This is an optimization exercise on Yosys and OpenROAD, whose aim is small area and a short achievable clock period, not a production implementation.

maple:
==> module sdf_bf_stage, before the edit <==
module sdf_bf_stage
#(
	parameter int DEPTH       = 8,	 
	parameter bit ROT_MINUS_J = 1'b0,	 
	parameter int IW          = 12,	 
	parameter int OW          = 13	 
)
(
	input  logic            CLK,
	input  logic            RST,
	input  logic            valid_i,
	input  logic [2*IW-1:0] data_i,
	output logic            valid_o,
	output logic [2*OW-1:0] data_o
);
	localparam int CW = $clog2(2 * DEPTH);	 
	logic [CW-1:0]        cnt;
	logic                 second_half;
	logic                 rot;
	logic signed [IW-1:0] in_re;
	logic signed [IW-1:0] in_im;
	logic signed [OW-1:0] b_re;
	logic signed [OW-1:0] b_im;
	logic signed [OW-1:0] a_re;
	logic signed [OW-1:0] a_im;
	logic [OW-1:0]        bg_re;	 
	logic [OW-1:0]        bg_im;
	logic [OW-1:0]        x_re;	 
	logic [OW-1:0]        x_im;
	logic [OW-1:0]        res_re;
	logic [OW-1:0]        res_im;
	logic [OW-1:0]        dif_re;
	logic [OW-1:0]        dif_im;
	logic [OW-1:0]        fb_re;
	logic [OW-1:0]        fb_im;
	logic [2*OW-1:0]      buf_q;
	assign in_re = data_i[2*IW-1:IW];	 
	assign in_im = data_i[IW-1:0];
	assign b_re  = in_re;	 
	assign b_im  = in_im;
	assign a_re  = buf_q[2*OW-1:OW];	 
	assign a_im  = buf_q[OW-1:0];
	assign second_half = cnt[CW-1];
	assign rot = ROT_MINUS_J && !second_half && (cnt >= CW'(DEPTH / 2));
	assign bg_re = second_half ? b_re : '0;
	assign bg_im = second_half ? b_im : '0;
	assign x_re  = rot ? a_im : a_re;
	assign x_im  = rot ? ~a_re : a_im;
	sdf_add #(.W (OW)) u_res_re (.a_i (x_re), .b_i (bg_re), .c_i (1'b0), .s_o (res_re));
	sdf_add #(.W (OW)) u_res_im (.a_i (x_im), .b_i (bg_im), .c_i (rot), .s_o (res_im));
	sdf_add #(.W (OW)) u_dif_re (.a_i (a_re), .b_i (~b_re), .c_i (1'b1), .s_o (dif_re));
	sdf_add #(.W (OW)) u_dif_im (.a_i (a_im), .b_i (~b_im), .c_i (1'b1), .s_o (dif_im));
	assign fb_re = second_half ? dif_re : b_re;
	assign fb_im = second_half ? dif_im : b_im;
	sdf_delay_line #(
		.DEPTH (DEPTH),
		.W     (2 * OW)
	) u_delay_line (
		.CLK     (CLK),
		.shift_i (valid_i),	 
		.data_i  ({fb_re, fb_im}),
		.data_o  (buf_q)
	);
	always_ff @(posedge CLK or posedge RST)
	begin
		if (RST)
		begin
			cnt     <= '0;
			valid_o <= 1'b0;
		end
		else
		begin
			valid_o <= valid_i;
			if (valid_i)
				cnt <= cnt + 1'b1;	 
		end
	end
	always_ff @(posedge CLK)
		data_o <= {res_re, res_im};
endmodule
Settings: LEC_CHECK=0, CAP_MARGIN=20, CORE_MARGIN=2, CORE_UTILIZATION=60, CTS_CLUSTER_DIAMETER=150, CTS_CLUSTER_SIZE=25, PLACE_DENSITY=0.7, SLEW_MARGIN=20; clock period 11.0 ns.
standard.sh (not shown) runs the stock make flow with config.mk's settings and CLKGATE_MAP_FILE= SYNTH_SCRIPT=/design/flow/synth_recipe.tcl, a recipe that flattens the netlist after the stock synthesis.
==> flow/flow/run.sh <==
#!/bin/bash
# Layout flow: the standard flow, with the port buffers made of buf_2
# cells instead of the resizer's default choice (a delay buffer).
# Timing repair aims for 7.7 ns of setup slack (a 3.3 ns cycle) instead of zero.
# Every step's full output goes to standard_flow.log in this folder.
set -euo pipefail
export BUFFER_PORTS_ARGS="-buffer_cell sky130_fd_sc_hd__buf_2"
export SETUP_SLACK_MARGIN=7.7
bash standard.sh > standard_flow.log 2>&1
Changes in pine relative to maple:
-- flow/design.v --
<<< maple, line 119
	assign a_re  = buf_q[2*OW-1:OW];	 
	assign a_im  = buf_q[OW-1:0];
	assign second_half = cnt[CW-1];
	assign rot = ROT_MINUS_J && !second_half && (cnt >= CW'(DEPTH / 2));
	assign bg_re = second_half ? b_re : '0;
	assign bg_im = second_half ? b_im : '0;
	assign x_re  = rot ? a_im : a_re;
	assign x_im  = rot ? ~a_re : a_im;
	sdf_add #(.W (OW)) u_res_re (.a_i (x_re), .b_i (bg_re), .c_i (1'b0), .s_o (res_re));
	sdf_add #(.W (OW)) u_res_im (.a_i (x_im), .b_i (bg_im), .c_i (rot), .s_o (res_im));
	sdf_add #(.W (OW)) u_dif_re (.a_i (a_re), .b_i (~b_re), .c_i (1'b1), .s_o (dif_re));
	sdf_add #(.W (OW)) u_dif_im (.a_i (a_im), .b_i (~b_im), .c_i (1'b1), .s_o (dif_im));
	assign fb_re = second_half ? dif_re : b_re;
	assign fb_im = second_half ? dif_im : b_im;
	sdf_delay_line #(
		.DEPTH (DEPTH),
>>> pine, line 119
	assign a_re  = buf_q[2*OW-1:OW];	 
	assign a_im  = buf_q[OW-1:0];
	logic [3:0] sh_q;	 
	logic [1:0] rot_q;	 
	logic       sh_flip;
	logic       rot_flip;
	if (CW > 1)
	begin : g_flip
		assign sh_flip  = (cnt[CW-2:0] == '1);	 
	end
	else
	begin : g_flip1
		assign sh_flip  = 1'b1;
	end
	if (ROT_MINUS_J && CW > 2)
	begin : g_rot
		assign rot_flip = !cnt[CW-1] && (cnt[CW-3:0] == '1);	 
	end
	else if (ROT_MINUS_J && CW == 2)
	begin : g_rot2
		assign rot_flip = !cnt[1];
	end
	else
	begin : g_norot
		assign rot_flip = 1'b0;
	end
	always_ff @(posedge CLK or posedge RST)
	begin
		if (RST)
		begin
			sh_q  <= '0;
			rot_q <= '0;
		end
		else if (valid_i)
		begin
			if (sh_flip)
				sh_q <= ~sh_q;
			if (rot_flip)
				rot_q <= ~rot_q;
		end
	end
	assign second_half = sh_q[0];
	assign rot         = rot_q[0];
	assign bg_re = sh_q[0] ? b_re : '0;
	assign bg_im = sh_q[1] ? b_im : '0;
	assign x_re  = rot_q[0] ? a_im : a_re;
	assign x_im  = rot_q[1] ? ~a_re : a_im;
	sdf_add #(.W (OW)) u_res_re (.a_i (x_re), .b_i (bg_re), .c_i (1'b0), .s_o (res_re));
	sdf_add #(.W (OW)) u_res_im (.a_i (x_im), .b_i (bg_im), .c_i (rot_q[1]), .s_o (res_im));
	sdf_add #(.W (OW)) u_dif_re (.a_i (a_re), .b_i (~b_re), .c_i (1'b1), .s_o (dif_re));
	sdf_add #(.W (OW)) u_dif_im (.a_i (a_im), .b_i (~b_im), .c_i (1'b1), .s_o (dif_im));
	assign fb_re = sh_q[2] ? dif_re : b_re;
	assign fb_im = sh_q[3] ? dif_im : b_im;
	sdf_delay_line #(
		.DEPTH (DEPTH),
## What came out
- On minimum clock period, pine does better than maple.
- Comparing maple against pine, there is no change at all in leftover overflow at the end of global routing.
- From maple to pine the numbers moved as follows: flip-flop and latch share of the layout cell area went up by 1.1 points.
- Diff maple and pine: post-synthesis to final-layout area growth lower in pine
- The capturing element of the worst setup path comes out valid_o in one run and u_stage3.data_o[29]$_DFF_P_ in the other, namely in pine and maple respectively.
- Changes observed in pine relative to maple: routed wire length went down by 1.7%, number of flip-flops and latches went up by about 2.3%.
- Changes observed in pine relative to maple: data arrival time of the critical path has decreased; post-route fraction of the period consumed by the critical path has decreased.
- pine: synthesized area 1.6% above maple
- Sort maple and pine by transition at the pin with the smallest max-transition slack, descending, and maple comes first.
No functional check of the RTL was part of any run of this note.

afterwards: timing with drivers on the ports:
No port has a modelled driver above. Below, the same layouts with a new extraction and two added sets of constraints. Step 1 assumes that a clkbuf_16 drives the clock port and a buf_2 every other input. Step 2 adds t to the input delays and takes it off the output delays; t is the mean of the earliest and latest rising clock arrival at the registers after step 1. Input paths then give back, and output paths get back, about the clock's delay inside the block. a / b / c = ideal ports / drivers / drivers and shift; a / b = the first two.
run | shift t [ns] | slack for setup (ns) | hold slack, ns | cell pins on the clock port's net
maple | 0.651 | 7.638 / 7.638 / 7.638 | 0.355 / 0.355 / 0.355 | 1
pine | 0.672 | 7.691 / 7.627 / 7.738 | 0.361 / 0.361 / 0.361 | 1
After both steps setup and hold are still met in every run listed.
